From an optimization exercise on the open Yosys and OpenROAD flow, aimed at small area, a short achievable clock period and few clock cycles per item; shortcuts taken in it are not production practice.
Only simulation tests tie the RTL to the original design; equivalence was not proved.
Power and IR drop assume default switching activity.

==> run a: inputs <==
==> flow/design.v <==
package mpbs_pkg;
  localparam int MAX_PATTERNS    = 8;
  localparam int MAX_PATTERN_LEN = 32;
  localparam int SLOT_W = $clog2(MAX_PATTERNS);
  localparam int POS_W  = $clog2(MAX_PATTERN_LEN);
  localparam int LEN_W  = $clog2(MAX_PATTERN_LEN + 1);
  localparam int ROW_W  = MAX_PATTERN_LEN * 8;
  localparam int CNT_W  = 4;
  localparam logic [1:0] CMD_LOAD_BYTE = 2'd0;
  localparam logic [1:0] CMD_SET_LEN   = 2'd1;
  localparam logic [1:0] CMD_SCAN      = 2'd2;
  localparam logic [1:0] CMD_FINISH    = 2'd3;
  localparam logic REG_BASE   = 1'b0;
  localparam logic REG_ACTIVE = 1'b1;
  localparam logic KIND_MATCH  = 1'b0;
  localparam logic KIND_REPORT = 1'b1;
  localparam logic [1:0] S_IDLE = 2'd0;
  localparam logic [1:0] S_CMP  = 2'd1;
  localparam logic [1:0] S_RPT  = 2'd2;
endpackage
import mpbs_pkg::*;
module mpbs_pattern_mem (
  input  logic                          clk,
  input  logic                          wr,
  input  logic [SLOT_W-1:0]             wr_slot,
  input  logic [POS_W-1:0]              wr_pos,
  input  logic [7:0]                    wr_data,
  output logic [MAX_PATTERNS*ROW_W-1:0] rows
);
  logic [7:0] mem [MAX_PATTERNS][MAX_PATTERN_LEN];
  always_ff @(posedge clk) begin
    for (int i = 0; i < MAX_PATTERNS; i++) begin
      for (int j = 0; j < MAX_PATTERN_LEN; j++) begin
        if (wr && wr_slot == SLOT_W'(i) && wr_pos == POS_W'(j)) mem[i][j] <= wr_data;
      end
    end
  end
  always_comb begin
    for (int i = 0; i < MAX_PATTERNS; i++) begin
      for (int j = 0; j < MAX_PATTERN_LEN; j++) begin
        rows[i*ROW_W + j*8 +: 8] = mem[i][j];
      end
    end
  end
endmodule
import mpbs_pkg::*;
module mpbs_matcher (
  input  logic                          clk,
  input  logic                          scan,
  input  logic                          rot,
  input  logic [POS_W-1:0]              ins,
  input  logic [7:0]                    data,
  input  logic [MAX_PATTERNS*ROW_W-1:0] rows,
  input  logic [MAX_PATTERNS*MAX_PATTERN_LEN-1:0] keep,   
  output logic [MAX_PATTERNS-1:0]       hit
);
  logic [7:0] win [MAX_PATTERN_LEN];
  always_ff @(posedge clk) begin
    for (int k = 0; k < MAX_PATTERN_LEN; k++) begin
      if (scan && POS_W'(k) == ins) win[k] <= data;
      else if (scan || rot) win[k] <= win[(k + 1) % MAX_PATTERN_LEN];
    end
  end
  always_comb begin
    for (int i = 0; i < MAX_PATTERNS; i++) begin
      hit[i] = 1'b1;
      for (int j = 0; j < MAX_PATTERN_LEN; j++) begin
        if (keep[i*MAX_PATTERN_LEN + j] && win[j] != rows[i*ROW_W + j*8 +: 8]) hit[i] = 1'b0;
      end
    end
  end
endmodule
import mpbs_pkg::*;
module multi_pattern_byte_scanner_unit (
  input  logic        clk,
  input  logic        rst,
  input  logic        in_valid,
  output logic        in_stall,
  input  logic [1:0]  cmd,
  input  logic [2:0]  pattern_slot,
  input  logic [4:0]  byte_position,
  input  logic [5:0]  length_value,
  input  logic [7:0]  data_byte,
  output logic        out_valid,
  input  logic        out_stall,
  output logic        kind,
  output logic [2:0]  which_pattern,
  output logic [31:0] match_address,
  output logic [31:0] match_count,
  output logic        last,
  input  logic        cfg_write,
  input  logic        cfg_index,
  input  logic [31:0] cfg_data
);
  logic        v1;
  logic [1:0]  c1;
  logic [2:0]  s1;
  logic [4:0]  p1;
  logic [5:0]  l1;
  logic [7:0]  d1;
  logic [31:0] base_address;
  logic [3:0]  active_patterns;
  logic        cfgn_flag;      
  logic [LEN_W-1:0] lengths [MAX_PATTERNS];
  logic [POS_W-1:0] align;       
  logic [POS_W-1:0] ins;         
  logic [LEN_W-1:0] need_r;      
  logic             stale;       
  logic [31:0]      seen;
  logic             seen_nz;     
  logic                    v2, f2;
  logic [MAX_PATTERNS-1:0] m2;   
  logic [31:0]             a2;
  logic [3:0]              n2;
  logic        v3, f3, lastr;
  logic [2:0]  i3;
  logic [31:0] a3;
  logic [3:0]  n3;
  logic [2:0]  ridx;
  logic [31:0] counts [MAX_PATTERNS];
  logic        kv, kk, kl;
  logic [2:0]  kw;
  logic [31:0] ka, kc;
  logic [3:0] n;
  always_comb begin
    if (active_patterns == 4'd0)      n = 4'd1;
    else if (active_patterns > 4'd8)  n = 4'd8;
    else                              n = active_patterns;
  end
  logic [MAX_PATTERN_LEN-1:0] th [MAX_PATTERNS];
  logic [MAX_PATTERN_LEN:1]   ath;       
  logic [LEN_W-1:0]           need_tree;
  always_comb begin
    for (int i = 0; i < MAX_PATTERNS; i++) begin
      for (int k = 1; k <= MAX_PATTERN_LEN; k++) th[i][k-1] = lengths[i] >= LEN_W'(k);
    end
    for (int k = 1; k <= MAX_PATTERN_LEN; k++) begin
      ath[k] = (k == 1);
      for (int i = 0; i < MAX_PATTERNS; i++) begin
        if (4'(i) < n && th[i][k-1]) ath[k] = 1'b1;
      end
    end
    need_tree[5] = ath[32];
    for (int b = 0; b < 5; b++) begin
      need_tree[b] = 1'b0;
      for (int k = (1 << b); k < 32; k += (2 << b)) begin
        if (ath[k] && !ath[k + (1 << b)]) need_tree[b] = 1'b1;
      end
    end
  end
  logic misalign, rotate, emit, o_free;
  logic r3_leave, r3_ready, r2_ready;
  logic exec_scan, exec_fin, exec_load, exec_set, adv1, accept;
  assign misalign  = seen_nz && (align != need_r[POS_W-1:0]);
  assign rotate    = misalign && !stale && !cfgn_flag;
  assign emit      = v3 && !kv;
  assign r3_leave  = emit && (!f3 || lastr);
  assign r3_ready  = !v3 || r3_leave;
  assign r2_ready  = !v2 || r3_ready;
  assign o_free    = !out_valid || !out_stall;
  assign exec_load = v1 && c1 == CMD_LOAD_BYTE && (r2_ready || rst);
  assign exec_set  = v1 && c1 == CMD_SET_LEN && (r2_ready || rst);
  assign exec_scan = v1 && c1 == CMD_SCAN && !stale && r2_ready;
  assign exec_fin  = v1 && c1 == CMD_FINISH && r2_ready;
  assign adv1      = exec_load || exec_set || exec_scan || exec_fin;
  assign accept    = in_valid && !in_stall;
  logic [MAX_PATTERNS-1:0] cmp, hit;
  logic [2:0]              hit_idx;
  logic                    any_hit;
  always_comb begin
    hit     = cmp & m2;
    any_hit = hit != '0;
    hit_idx = 3'd0;
    for (int i = MAX_PATTERNS - 1; i >= 0; i--) begin
      if (hit[i]) hit_idx = 3'(i);
    end
  end
  logic       v1_n, seen_nz_n, stale_n, cfgn_n, kv_n, v2_n, v3c_n, f3_n, lastr_n;
  logic [1:0] c1_n;
  logic [POS_W-1:0] align_n;
  logic [2:0] ridx_n;
  logic [3:0] n3_n;
  logic       r3_ready_n, r2_ready_n, adv1_n, misalign_n, in_stall_n;
  always_comb begin
    v1_n      = rst ? 1'b0 : (accept || (v1 && !adv1));
    c1_n      = accept ? cmd : c1;
    seen_nz_n = (rst || exec_fin) ? 1'b0 : (exec_scan ? 1'b1 : seen_nz);
    stale_n   = exec_set;
    cfgn_n    = cfg_write && cfg_index == REG_ACTIVE;
    if (rst || !seen_nz || exec_fin) align_n = need_tree[POS_W-1:0];
    else if (rotate)                 align_n = align - POS_W'(1);
    else                             align_n = align;
    kv_n      = rst ? 1'b0 : (kv ? !o_free : (emit && !o_free));
    v2_n      = rst ? 1'b0 : (exec_scan || exec_fin || (v2 && !r3_ready));
    v3c_n     = rst ? 1'b0 : ((v2 && r3_ready) || (v3 && !r3_leave));
    f3_n      = (v2 && r3_ready) ? f2 : f3;
    n3_n      = (v2 && r3_ready) ? n2 : n3;
    if (rst)                                  ridx_n = 3'd0;
    else if (v2 && r3_ready)                  ridx_n = 3'd0;
    else if (emit && f3)                      ridx_n = ridx + 3'd1;
    else                                      ridx_n = ridx;
    lastr_n   = ({1'b0, ridx_n} + 4'd1) == n3_n;
    r3_ready_n = !v3c_n || (!kv_n && (!f3_n || lastr_n));
    r2_ready_n = !v2_n || r3_ready_n;
    unique case (c1_n)
      CMD_SCAN: adv1_n = !stale_n && r2_ready_n;
      default:  adv1_n = r2_ready_n;
    endcase
    misalign_n = seen_nz_n && (stale || cfgn_flag || (align_n != need_r[POS_W-1:0]));
    in_stall_n = (v1_n && !adv1_n) || (v1_n && c1_n == CMD_SET_LEN && seen_nz_n) ||
                 ((stale_n || cfgn_n) && seen_nz_n) || misalign_n;
  end
  always_ff @(posedge clk) begin
    v1        <= v1_n;
    seen_nz   <= seen_nz_n;
    stale     <= stale_n;
    cfgn_flag <= cfgn_n;
    align     <= align_n;
    ins       <= align_n - POS_W'(1);
    kv        <= kv_n;
    v2        <= v2_n;
    ridx      <= ridx_n;
    lastr     <= lastr_n;
    in_stall  <= in_stall_n;
    need_r    <= need_tree;
  end
  always_ff @(posedge clk) begin
    if (!in_stall) begin
      c1 <= cmd;
      s1 <= pattern_slot;
      p1 <= byte_position;
      l1 <= length_value;
      d1 <= data_byte;
    end
  end
  always_ff @(posedge clk) begin
    if (rst) begin
      base_address    <= 32'd0;
      active_patterns <= 4'd1;
    end else begin
      if (cfg_write && cfg_index == REG_BASE)   base_address    <= cfg_data;
      if (cfg_write && cfg_index == REG_ACTIVE) active_patterns <= cfg_data[3:0];
    end
  end
  logic [MAX_PATTERNS*ROW_W-1:0]           rows;
  logic [MAX_PATTERNS*MAX_PATTERN_LEN-1:0] keep;
  mpbs_pattern_mem u_mem (
    .clk     (clk),
    .wr      (exec_load),
    .wr_slot (s1),
    .wr_pos  (p1),
    .wr_data (d1),
    .rows    (rows)
  );
  always_ff @(posedge clk) begin
    for (int i = 0; i < MAX_PATTERNS; i++) begin
      if (exec_set && s1 == 3'(i)) begin
        lengths[i] <= (l1 > LEN_W'(MAX_PATTERN_LEN)) ? LEN_W'(MAX_PATTERN_LEN) : l1;
      end
    end
  end
  always_comb begin
    for (int i = 0; i < MAX_PATTERNS; i++) keep[i*MAX_PATTERN_LEN +: MAX_PATTERN_LEN] = th[i];
  end
  mpbs_matcher u_match (
    .clk  (clk),
    .scan (exec_scan),
    .rot  (rotate),
    .ins  (ins),
    .data (d1),
    .rows (rows),
    .keep (keep),
    .hit  (cmp)
  );
  always_ff @(posedge clk) begin
    if (rst || exec_fin) begin
      seen <= 32'd0;
    end else if (exec_scan) begin
      seen <= seen + 32'd1;
    end
  end
  logic        scan_test;
  logic [31:0] addr;
  logic [MAX_PATTERNS-1:0] mask;
  assign scan_test = (seen[31:LEN_W] != '0) || (seen[LEN_W-1:0] >= need_r - LEN_W'(1));
  assign addr      = base_address + (seen - {{(32-LEN_W){1'b0}}, need_r - LEN_W'(1)});
  always_comb begin
    for (int i = 0; i < MAX_PATTERNS; i++) mask[i] = scan_test && (4'(i) < n);
  end
  always_ff @(posedge clk) begin
    if (exec_scan || exec_fin) begin
      f2 <= exec_fin;
      m2 <= exec_fin ? '0 : mask;
      a2 <= addr;
      n2 <= n;
    end
  end
  always_ff @(posedge clk) begin
    if (rst) begin
      v3 <= 1'b0;
    end else if (v2 && r3_ready) begin
      v3 <= f2 || any_hit;
    end else if (r3_leave) begin
      v3 <= 1'b0;
    end
  end
  always_ff @(posedge clk) begin
    if (v2 && r3_ready) begin
      f3 <= f2;
      i3 <= hit_idx;
      a3 <= a2;
      n3 <= n2;
    end
  end
  logic [2:0]  sel;
  logic [31:0] cnt, inc;
  assign sel = f3 ? ridx : i3;
  assign cnt = counts[sel];
  assign inc = (cnt == '1) ? cnt : cnt + 32'd1;
  always_ff @(posedge clk) begin
    if (rst || (emit && f3 && lastr)) begin
      for (int i = 0; i < MAX_PATTERNS; i++) counts[i] <= 32'd0;
    end else if (emit && !f3) begin
      counts[i3] <= inc;
    end
  end
  logic        rk, rl;
  logic [2:0]  rw;
  logic [31:0] ra, rc;
  assign rk = f3;
  assign rw = sel;
  assign ra = f3 ? 32'd0 : a3;
  assign rc = f3 ? cnt : inc;
  assign rl = f3 ? lastr : 1'b1;
  always_ff @(posedge clk) begin
    if (rst) begin
      out_valid <= 1'b0;
    end else if (o_free) begin
      out_valid <= kv || emit;
    end
  end
  always_ff @(posedge clk) begin
    if (o_free) begin
      if (kv) begin
        kind <= kk; which_pattern <= kw; match_address <= ka; match_count <= kc; last <= kl;
      end else begin
        kind <= rk; which_pattern <= rw; match_address <= ra; match_count <= rc; last <= rl;
      end
    end
    if (!kv && !o_free) begin
      kk <= rk; kw <= rw; ka <= ra; kc <= rc; kl <= rl;
    end
  end
endmodule
==> flow/run.sh <==
#!/bin/bash
# synth_recipe.tcl (not shown) runs the flow's synth.tcl, then flattens the netlist and writes it again
# the make line also repeats each setting of config.mk as NAME=value (left out here)
make -C /OpenROAD-flow-scripts/flow DESIGN_CONFIG=/design/flow/config.mk WORK_HOME=/design/flow/orfs CLKGATE_MAP_FILE= SYNTH_SCRIPT=/design/flow/synth_recipe.tcl finish
==> flow/config.mk <==
export PLATFORM = sky130hd
export DESIGN_NAME = multi_pattern_byte_scanner_unit
export DESIGN_NICKNAME = multi_pattern_byte_scanner_unit
export VERILOG_FILES = /design/flow/design.v
export SDC_FILE = /design/flow/constraint.sdc
export NUM_CORES = 4
export LEC_CHECK = 0
export CAP_MARGIN = 40
export CORE_MARGIN = 2
export CORE_UTILIZATION = 40
export SLEW_MARGIN = 40
==> flow/constraint.sdc <==
create_clock -name core_clock -period 14.0 [get_ports {clk}]
set_input_delay 2.8000 -clock core_clock [delete_from_list [all_inputs] [get_ports {clk}]]
set_output_delay 2.8000 -clock core_clock [all_outputs]
set_load 0.01 [all_outputs]
==> inputs of run b, as changes to run a <==
--- a/flow/design.v
+++ b/flow/design.v
@@ -98,115 +98,98 @@
   logic [4:0]  p1;
   logic [5:0]  l1;
   logic [7:0]  d1;
-  logic [31:0] base_address;
-  logic [3:0]  active_patterns;
-  logic        cfgn_flag;      
+  logic [31:0]             base_address;
+  logic [3:0]              n;           
+  logic [MAX_PATTERNS-1:0] act;         
+  logic                    cfgn_flag;   
   logic [LEN_W-1:0] lengths [MAX_PATTERNS];
-  logic [POS_W-1:0] align;       
   logic [POS_W-1:0] ins;         
-  logic [LEN_W-1:0] need_r;      
+  logic [POS_W-1:0] needm1_r;    
   logic             stale;       
   logic [31:0]      seen;
   logic             seen_nz;     
+  logic             r2_ok;       
   logic                    v2, f2;
   logic [MAX_PATTERNS-1:0] m2;   
-  logic [31:0]             a2;
-  logic [3:0]              n2;
-  logic        v3, f3, lastr;
-  logic [2:0]  i3;
-  logic [31:0] a3;
-  logic [3:0]  n3;
-  logic [2:0]  ridx;
-  logic [31:0] counts [MAX_PATTERNS];
+  logic                    v3, f3, lastr;
+  logic [MAX_PATTERNS-1:0] h3;   
+  logic [31:0]             a3;
+  logic [2:0]              ridx;
+  logic [31:0]             counts [MAX_PATTERNS];
   logic        kv, kk, kl;
   logic [2:0]  kw;
   logic [31:0] ka, kc;
-  logic [3:0] n;
-  always_comb begin
-    if (active_patterns == 4'd0)      n = 4'd1;
-    else if (active_patterns > 4'd8)  n = 4'd8;
-    else                              n = active_patterns;
-  end
   logic [MAX_PATTERN_LEN-1:0] th [MAX_PATTERNS];
   logic [MAX_PATTERN_LEN:1]   ath;       
-  logic [LEN_W-1:0]           need_tree;
+  logic [POS_W-1:0]           needm1_tree;
   always_comb begin
     for (int i = 0; i < MAX_PATTERNS; i++) begin
       for (int k = 1; k <= MAX_PATTERN_LEN; k++) th[i][k-1] = lengths[i] >= LEN_W'(k);
     end
     for (int k = 1; k <= MAX_PATTERN_LEN; k++) begin
-      ath[k] = (k == 1);
+      ath[k] = 1'b0;
       for (int i = 0; i < MAX_PATTERNS; i++) begin
-        if (4'(i) < n && th[i][k-1]) ath[k] = 1'b1;
+        if (act[i] && th[i][k-1]) ath[k] = 1'b1;
       end
     end
-    need_tree[5] = ath[32];
-    for (int b = 0; b < 5; b++) begin
-      need_tree[b] = 1'b0;
+    for (int b = 0; b < POS_W; b++) begin
+      needm1_tree[b] = 1'b0;
       for (int k = (1 << b); k < 32; k += (2 << b)) begin
-        if (ath[k] && !ath[k + (1 << b)]) need_tree[b] = 1'b1;
+        if (ath[k + 1] && (k + 1 + (1 << b) > 32 || !ath[k + 1 + (1 << b)])) needm1_tree[b] = 1'b1;
       end
     end
   end
   logic misalign, rotate, emit, o_free;
-  logic r3_leave, r3_ready, r2_ready;
+  logic r3_leave, r3_ready;
   logic exec_scan, exec_fin, exec_load, exec_set, adv1, accept;
-  assign misalign  = seen_nz && (align != need_r[POS_W-1:0]);
+  assign misalign  = seen_nz && (ins != needm1_r);
   assign rotate    = misalign && !stale && !cfgn_flag;
   assign emit      = v3 && !kv;
   assign r3_leave  = emit && (!f3 || lastr);
   assign r3_ready  = !v3 || r3_leave;
-  assign r2_ready  = !v2 || r3_ready;
   assign o_free    = !out_valid || !out_stall;
-  assign exec_load = v1 && c1 == CMD_LOAD_BYTE && (r2_ready || rst);
-  assign exec_set  = v1 && c1 == CMD_SET_LEN && (r2_ready || rst);
-  assign exec_scan = v1 && c1 == CMD_SCAN && !stale && r2_ready;
-  assign exec_fin  = v1 && c1 == CMD_FINISH && r2_ready;
+  assign exec_load = v1 && c1 == CMD_LOAD_BYTE && r2_ok;
+  assign exec_set  = v1 && c1 == CMD_SET_LEN && r2_ok;
+  assign exec_scan = v1 && c1 == CMD_SCAN && !stale && r2_ok;
+  assign exec_fin  = v1 && c1 == CMD_FINISH && r2_ok;
   assign adv1      = exec_load || exec_set || exec_scan || exec_fin;
   assign accept    = in_valid && !in_stall;
-  logic [MAX_PATTERNS-1:0] cmp, hit;
-  logic [2:0]              hit_idx;
+  logic [MAX_PATTERNS-1:0] cmp, hit, hit_oh;
   logic                    any_hit;
   always_comb begin
     hit     = cmp & m2;
     any_hit = hit != '0;
-    hit_idx = 3'd0;
-    for (int i = MAX_PATTERNS - 1; i >= 0; i--) begin
-      if (hit[i]) hit_idx = 3'(i);
-    end
+    hit_oh  = hit & ~(hit - MAX_PATTERNS'(1));
   end
   logic       v1_n, seen_nz_n, stale_n, cfgn_n, kv_n, v2_n, v3c_n, f3_n, lastr_n;
   logic [1:0] c1_n;
-  logic [POS_W-1:0] align_n;
+  logic [POS_W-1:0] ins_n;
   logic [2:0] ridx_n;
-  logic [3:0] n3_n;
   logic       r3_ready_n, r2_ready_n, adv1_n, misalign_n, in_stall_n;
   always_comb begin
-    v1_n      = rst ? 1'b0 : (accept || (v1 && !adv1));
+    v1_n      = accept || (v1 && !adv1 && (!rst || c1 == CMD_LOAD_BYTE || c1 == CMD_SET_LEN));
     c1_n      = accept ? cmd : c1;
     seen_nz_n = (rst || exec_fin) ? 1'b0 : (exec_scan ? 1'b1 : seen_nz);
     stale_n   = exec_set;
     cfgn_n    = cfg_write && cfg_index == REG_ACTIVE;
-    if (rst || !seen_nz || exec_fin) align_n = need_tree[POS_W-1:0];
-    else if (rotate)                 align_n = align - POS_W'(1);
-    else                             align_n = align;
+    if (rst || !seen_nz || exec_fin) ins_n = needm1_tree;
+    else if (rotate)                 ins_n = ins - POS_W'(1);
+    else                             ins_n = ins;
     kv_n      = rst ? 1'b0 : (kv ? !o_free : (emit && !o_free));
     v2_n      = rst ? 1'b0 : (exec_scan || exec_fin || (v2 && !r3_ready));
     v3c_n     = rst ? 1'b0 : ((v2 && r3_ready) || (v3 && !r3_leave));
     f3_n      = (v2 && r3_ready) ? f2 : f3;
-    n3_n      = (v2 && r3_ready) ? n2 : n3;
-    if (rst)                                  ridx_n = 3'd0;
-    else if (v2 && r3_ready)                  ridx_n = 3'd0;
-    else if (emit && f3)                      ridx_n = ridx + 3'd1;
-    else                                      ridx_n = ridx;
-    lastr_n   = ({1'b0, ridx_n} + 4'd1) == n3_n;
+    if (v2 && r3_ready)       ridx_n = 3'd0;
+    else if (emit && f3)      ridx_n = ridx + 3'd1;
+    else                      ridx_n = ridx;
+    lastr_n   = ({1'b0, ridx_n} + 4'd1) == n;
     r3_ready_n = !v3c_n || (!kv_n && (!f3_n || lastr_n));
     r2_ready_n = !v2_n || r3_ready_n;
     unique case (c1_n)
       CMD_SCAN: adv1_n = !stale_n && r2_ready_n;
       default:  adv1_n = r2_ready_n;
     endcase
-    misalign_n = seen_nz_n && (stale || cfgn_flag || (align_n != need_r[POS_W-1:0]));
+    misalign_n = seen_nz_n && (stale || cfgn_flag || (ins_n != needm1_r));
     in_stall_n = (v1_n && !adv1_n) || (v1_n && c1_n == CMD_SET_LEN && seen_nz_n) ||
                  ((stale_n || cfgn_n) && seen_nz_n) || misalign_n;
   end
@@ -215,14 +198,14 @@
     seen_nz   <= seen_nz_n;
     stale     <= stale_n;
     cfgn_flag <= cfgn_n;
-    align     <= align_n;
-    ins       <= align_n - POS_W'(1);
+    ins       <= ins_n;
     kv        <= kv_n;
     v2        <= v2_n;
     ridx      <= ridx_n;
     lastr     <= lastr_n;
+    r2_ok     <= r2_ready_n;
     in_stall  <= in_stall_n;
-    need_r    <= need_tree;
+    needm1_r  <= needm1_tree;
   end
   always_ff @(posedge clk) begin
     if (!in_stall) begin
@@ -233,13 +216,23 @@
       d1 <= data_byte;
     end
   end
+  logic [3:0] n_in;
+  always_comb begin
+    if (cfg_data[3:0] == 4'd0)      n_in = 4'd1;
+    else if (cfg_data[3:0] > 4'd8)  n_in = 4'd8;
+    else                            n_in = cfg_data[3:0];
+  end
   always_ff @(posedge clk) begin
     if (rst) begin
-      base_address    <= 32'd0;
-      active_patterns <= 4'd1;
+      base_address <= 32'd0;
+      n            <= 4'd1;
+      act          <= MAX_PATTERNS'(1);
     end else begin
-      if (cfg_write && cfg_index == REG_BASE)   base_address    <= cfg_data;
-      if (cfg_write && cfg_index == REG_ACTIVE) active_patterns <= cfg_data[3:0];
+      if (cfg_write && cfg_index == REG_BASE) base_address <= cfg_data;
+      if (cfg_write && cfg_index == REG_ACTIVE) begin
+        n <= n_in;
+        for (int i = 0; i < MAX_PATTERNS; i++) act[i] <= 4'(i) < n_in;
+      end
     end
   end
   logic [MAX_PATTERNS*ROW_W-1:0]           rows;
@@ -279,20 +272,12 @@
       seen <= seen + 32'd1;
     end
   end
-  logic        scan_test;
-  logic [31:0] addr;
-  logic [MAX_PATTERNS-1:0] mask;
-  assign scan_test = (seen[31:LEN_W] != '0) || (seen[LEN_W-1:0] >= need_r - LEN_W'(1));
-  assign addr      = base_address + (seen - {{(32-LEN_W){1'b0}}, need_r - LEN_W'(1)});
-  always_comb begin
-    for (int i = 0; i < MAX_PATTERNS; i++) mask[i] = scan_test && (4'(i) < n);
-  end
+  logic scan_test;
+  assign scan_test = (seen[31:POS_W] != '0) || (seen[POS_W-1:0] >= needm1_r);
   always_ff @(posedge clk) begin
     if (exec_scan || exec_fin) begin
       f2 <= exec_fin;
-      m2 <= exec_fin ? '0 : mask;
-      a2 <= addr;
-      n2 <= n;
+      m2 <= (exec_scan && scan_test) ? act : '0;
     end
   end
   always_ff @(posedge clk) begin
@@ -307,21 +292,29 @@
   always_ff @(posedge clk) begin
     if (v2 && r3_ready) begin
       f3 <= f2;
-      i3 <= hit_idx;
-      a3 <= a2;
-      n3 <= n2;
+      h3 <= f2 ? MAX_PATTERNS'(1) : hit_oh;
+      a3 <= base_address + seen + ~{{(32-POS_W){1'b0}}, needm1_r};
+    end else if (emit && f3) begin
+      h3 <= {h3[MAX_PATTERNS-2:0], 1'b0};
     end
   end
   logic [2:0]  sel;
   logic [31:0] cnt, inc;
-  assign sel = f3 ? ridx : i3;
-  assign cnt = counts[sel];
+  always_comb begin
+    sel = 3'd0;
+    cnt = 32'd0;
+    for (int i = 0; i < MAX_PATTERNS; i++) begin
+      if (h3[i]) begin
+        sel = sel | 3'(i);
+        cnt = cnt | counts[i];
+      end
+    end
+  end
   assign inc = (cnt == '1) ? cnt : cnt + 32'd1;
   always_ff @(posedge clk) begin
-    if (rst || (emit && f3 && lastr)) begin
-      for (int i = 0; i < MAX_PATTERNS; i++) counts[i] <= 32'd0;
-    end else if (emit && !f3) begin
-      counts[i3] <= inc;
+    for (int i = 0; i < MAX_PATTERNS; i++) begin
+      if (rst || (emit && f3 && lastr)) counts[i] <= 32'd0;
+      else if (emit && !f3 && h3[i])   counts[i] <= inc;
     end
   end
   logic        rk, rl;
--- a/flow/config.mk
+++ b/flow/config.mk
@@ -8,4 +8,6 @@
 export CAP_MARGIN = 40
 export CORE_MARGIN = 2
 export CORE_UTILIZATION = 40
+export CTS_CLUSTER_DIAMETER = 60
+export CTS_CLUSTER_SIZE = 30
 export SLEW_MARGIN = 40
==> notes.md <==
- In sequential power, run b and run a hardly differ.
- In run b the core utilization is lower than in run a, by 0.80 points.
- Against run b, the wire length of run a is larger by about 2.7%.
- Global-route usage: run b is higher than run a (0.088 points).
- Of run a and run b, run a has the higher combinational power (gap about 10%, measured against run b).
- Between run b and run a, the lower setup slack is in run a (gap 1.0 ns).
- Fmax: run b is higher than run a (about 20%).
==> figures <==
| metric | run b | run a |
|---|---|---|
| Met1 demand-to-capacity share in global routing | 35.9% | 36.2% |
| Outcome | no timing/DRC/antenna violations | no timing/DRC/antenna violations |
| Routed via count | 82000 | 83700 |
| Routing usage on met3 | 5.76% | 5.17% |
| Reported net switching power | 4630 uW | 4620 uW |
| Worst stage delay on the critical path | 0.75 ns | 0.74 ns |
| Met2 layer usage reported by global route | 41.6% | 40.6% |
| Synthesized instance count | 9676 | 9633 |
| Floorplan row count | 208 | 211 |
| Wire length after detailed routing | 448000 um | 460000 um |
| Fraction of standard cell area that is sequential | 58.7% | 58.3% |
| Routed length on met2 | 202000 um | 206000 um |
| Startpoint of the lowest-slack register-to-register path | lengths[0][0] | ridx[0] |
| Flip-flop and latch count after synthesis | 2919 | 2952 |
| Min-delay src | counts[7][28] | a2[30] |
Testbench counts of run a, summed over its fixed seeds: cycles 18,546, items 16,384.
Testbench counts of run b, summed over its fixed seeds: cycles 18,681, items 16,384.

## static timing again, ports no longer ideal
The flow's constraints put no driver on any port. The routed layouts listed below were extracted and timed again, unchanged, in two steps. Step 1 (the two cells are an assumption about what drives the block):
set clk [get_ports {clk}]
set_driving_cell -lib_cell sky130_fd_sc_hd__clkbuf_16 $clk
set_driving_cell -lib_cell sky130_fd_sc_hd__buf_2 [delete_from_list [all_inputs] $clk]
Step 2 also shifts input and output timing later by t, the mid clock arrival at the registers, as if the neighbouring blocks saw the same clock. Slacks: no drivers / after step 1 / after step 2; pairs: no drivers / after step 1.
run | shift t [ns] | slack for setup (ns) | worst setup path at the end | worst register clock-pin slew, ns | worst data-port slew with drivers (ns)
run a | 1.005 | 7.882 / 7.882 / 7.276 | input to register | 0.07 / 0.07 | 0.16
run b | 1.024 | 8.889 / 8.889 / 8.463 | input to register | 0.11 / 0.11 | 0.10
After both steps every run listed still meets setup and hold. For run a, which loses most, drivers alone change the setup slack by 0.000 ns; drivers and shift together by -0.606 ns.
